From an optimization exercise on the open Yosys and OpenROAD flow, aimed at small area, a short achievable clock period and few clock cycles; shortcuts taken in it are not production practice.
In this exercise RTL edits were held to simulation tests only and were not proved equivalent to the original.
Power is estimated from default activity; no workload was simulated.

## interval_set_insert_merge_unit
module interval_set_insert_merge_unit
#(
   parameter int NUM_RULES  = isim_pkg::DEF_NUM_RULES,
   parameter int MAX_RANGES = isim_pkg::DEF_MAX_RANGES
) (
   input  logic                   clock,
   input  logic                   reset,
   input  logic                   req_valid,
   output logic                   req_ready,
   input  logic [isim_pkg::IDX_IN_W-1:0]    req_rule_index,
   input  logic [isim_pkg::BAR_BITS-1:0]    req_start_bar,
   input  logic [isim_pkg::BAR_BITS-1:0]    req_end_bar,
   input  logic [isim_pkg::WEIGHT_W-1:0]    req_rule_weight,
   input  logic [isim_pkg::HAND_W-1:0]      req_hand_kind,
   output logic                   rsp_valid,
   input  logic                   rsp_ready,
   output logic [isim_pkg::STATUS_W-1:0]    rsp_status,
   output logic [isim_pkg::COUNT_OUT_W-1:0] rsp_range_count,
   output logic [isim_pkg::BAR_BITS-1:0]    rsp_merged_start,
   output logic [isim_pkg::BAR_BITS-1:0]    rsp_merged_end
);
For scale: about 16,000 cells after synthesis, ~7,700 flip-flops, roughly 290,000 µm² of cells after synthesis.
clock: 12.0 ns
lec_check: 0
cap_margin: 20
core_margin: 2
core_utilization: 60
cts_cluster_diameter: 70
cts_cluster_size: 27
place_density: 0.7
setup_slack_margin: 5
slew_margin: 20
synth_memory_max_bits: 16384
run.sh (not shown) runs the stock make flow with config.mk's settings and CLKGATE_MAP_FILE= SYNTH_SCRIPT=/design/flow/synth_recipe.tcl, a recipe that flattens the netlist after the stock synthesis.
Testbench counts at the start, summed over its fixed seeds: cycles 9,640.
Then changed:
==> flow/flow/run.sh (new file) <==
#!/bin/bash
# The standard layout, with timing repair aiming below the clock period:
# the repair steps treat any setup slack under SETUP_SLACK_MARGIN as a
# violation. The SDC (clock period, I/O delays) is left as it is.
set -euo pipefail
export SETUP_SLACK_MARGIN=7.8
bash standard.sh > standard.log 2>&1
==> flow/standard.sh (new file) <==
#!/bin/bash
# synth_recipe.tcl (not shown) runs the flow's synth.tcl, then flattens the netlist and writes it again
# the make line also repeats each setting of config.mk as NAME=value (left out here)
make -C /OpenROAD-flow-scripts/flow DESIGN_CONFIG=/design/flow/config.mk WORK_HOME=/design/flow/orfs CLKGATE_MAP_FILE= SYNTH_SCRIPT=/design/flow/synth_recipe.tcl "${@:-finish}"
--- a/flow/config.mk
+++ b/flow/config.mk
@@ -12,5 +12,4 @@
 export CTS_CLUSTER_SIZE = 27
 export PLACE_DENSITY = 0.7
-export SETUP_SLACK_MARGIN = 5
 export SLEW_MARGIN = 20
 export SYNTH_MEMORY_MAX_BITS = 16384
removed: flow/run.sh
Effect:
- worst setup slack gains 730 ps
- hold slack degrades by 27 ps
- die area does not change
- via count climbs by 1.5%
- combinational power increases by about 1%
- fmax climbs by 17%
- core utilization is higher by 0.38 points
- cell area rises by 0.58%
- clock skew is lower by 20 ps
- power stays flat

---

interval_set_insert_merge_unit, a different RTL version from the one above (not shown whole).
Size: roughly 16000 cells after synthesis, roughly 7500 flip-flops, roughly 84 I/O pins, ~280000 um^2 of cells after synthesis.
clock: 12.0 ns
lec_check: 0
cap_margin: 20
core_margin: 2
core_utilization: 30
place_density: 0.45
slew_margin: 20
synth_memory_max_bits: 16384
Stock flow here: none of the scripts above is used.
Testbench counts at the start, summed over its fixed seeds: cycles 9,632.
Then changed:
- SETUP_SLACK_MARGIN: default -> 5
The changed run finished clean.
Setup slack stays the same.
Total power is unchanged.
Die area does not change.
Register-to-register slack barely changes.
Worst hold slack is unchanged.
Design area stays the same.
Final cell count does not change.
Routed wire length does not change.

---

Setup of v52:
interval_set_insert_merge_unit, a different RTL version from the one above (not shown whole).
For scale: about 16000 cells after synthesis, roughly 7600 flip-flops, roughly 0.28 mm^2 of cells after synthesis.
export LEC_CHECK = 0
export CAP_MARGIN = 20
export CORE_MARGIN = 2
export CORE_UTILIZATION = 60
export CTS_CLUSTER_DIAMETER = 70
export CTS_CLUSTER_SIZE = 27
export PLACE_DENSITY = 0.7
export SLEW_MARGIN = 20
export SYNTH_MEMORY_MAX_BITS = 16384
create_clock -name core_clock -period 12.0 [get_ports {clock}]
standard.sh (not shown) runs the stock make flow with config.mk's settings and CLKGATE_MAP_FILE= SYNTH_SCRIPT=/design/flow/synth_recipe.tcl, a recipe that flattens the netlist after the stock synthesis.
==> flow/flow/run.sh <==
#!/bin/bash
# The standard layout, with timing repair aiming below the clock period:
# the repair steps treat any setup slack under SETUP_SLACK_MARGIN as a
# violation. The SDC (clock period, I/O delays) is left as it is.
set -euo pipefail
export SETUP_SLACK_MARGIN=8.1
bash standard.sh > standard.log 2>&1
Finished, but not clean: v52, with max-slew violations.
Testbench counts of v52, summed over its fixed seeds: cycles 9,632.
Setup changes, v52 to v44
--- a/flow/flow/run.sh
+++ b/flow/flow/run.sh
@@ -6 +6 @@
-export SETUP_SLACK_MARGIN=8.1
+export SETUP_SLACK_MARGIN=7.8
### Flow results
- v44: done, clean on timing, DRC and antenna
- Re count of clock buffers in the final design: v44 is 17 up on v52.
- The number of optimization iterations in the first detailed-route pass in v44 sits 2 below the value recorded for v52.
- Compared with v52, v44 shows wire length lower by 26000 um.
- v44 vs v52 — power dropped slightly
- Worst hold margin for v44: 0.050 ns down relative to v52
- Row maximum clock frequency: v44 lower / v52 higher
- The cell area of v44 falls short of that of v52 by about 0.9%.
- Routed length on met1, v52 and v44: higher on v52
- In the metrics for v52 and v44, the one carrying the lower share of cell area taken by multi-input logic gates is v44.
Here is what was changed in the inputs of v8 compared with v44.
--- a/flow/config.mk
+++ b/flow/config.mk
@@ -10,4 +10,4 @@
-export CORE_UTILIZATION = 60
-export CTS_CLUSTER_DIAMETER = 70
-export CTS_CLUSTER_SIZE = 27
-export PLACE_DENSITY = 0.7
+export CORE_UTILIZATION = 30
+export CTS_CLUSTER_DIAMETER = 80
+export CTS_CLUSTER_SIZE = 30
+export PLACE_DENSITY = 0.45
Findings:
v8: flow completed, timing, DRC and antenna clean
On number of ordinary and repair buffers in the finished layout, the lower figure sits with v44, not v8.
On stage delay of the slowest cell on the critical path: between v44 and v8, it ends up lower for v8.
Compared with v44, v8 is the more power-hungry design.
Summary — count of non-filler cells in the finished layout, v8 relative to v44: higher, by 29%.
The worst setup path endpoint comes out c_m_hi[4] in one run and b_lo[143] in the other, namely in v44 and v8 respectively.
The portion of total power attributed to the clock network number comes out lower for v44 vs v8.
Going from v44 to v8, number of global-route vias before repair rose about 1.5%, final worst hold slack fell 0.0089 ns.
In the reports for v44 and v8, the larger count of TritonRoute iterations in the first routing pass belongs to v8.
Compared to v44, v8 has global router's overall resource usage 16 points lower.
Via count of the routed design of v8 falls short of that of v44 slightly.
v8 leaves more setup margin than v44.

port drivers added, routing unchanged:
The results above use ideal ports. As a check the final layouts listed here were re-extracted and re-timed, cells and wires unchanged. Step 1 assumes that a clkbuf_16 drives the clock port and a buf_2 every other input. Step 2 adds t to the input delays and takes it off the output delays; t is the mean of the earliest and latest rising clock arrival at the registers after step 1. Input paths then give back, and output paths get back, about the clock's delay inside the block. Three values: ideal, step 1, step 2; two values: the first two.
| run | t, ns | slack for setup (ns) | latest minus earliest clock arrival (ns) |
|---|---|---|---|
| the first run of note 1 | 1.196 | 7.001 / 7.001 / 6.719 | 0.093 / 0.092 |
| the second run of note 1 | 1.193 | 7.734 / 7.734 / 7.035 | 0.064 / 0.064 |
| the first run of note 2 | 1.329 | 6.434 / 6.434 / 6.434 | 0.081 / 0.081 |
| the second run of note 2 | 1.329 | 6.434 / 6.434 / 6.434 | 0.081 / 0.081 |
| v52 | 1.208 | 7.585 / 7.585 / 6.831 | 0.090 / 0.090 |
| v44 | 1.213 | 7.544 / 7.544 / 6.538 | 0.089 / 0.088 |
| v8 | 1.200 | 7.647 / 7.648 / 6.577 | 0.083 / 0.083 |
For v8, which loses most, drivers alone change the setup slack by +0.001 ns; drivers and shift together by -1.070 ns.
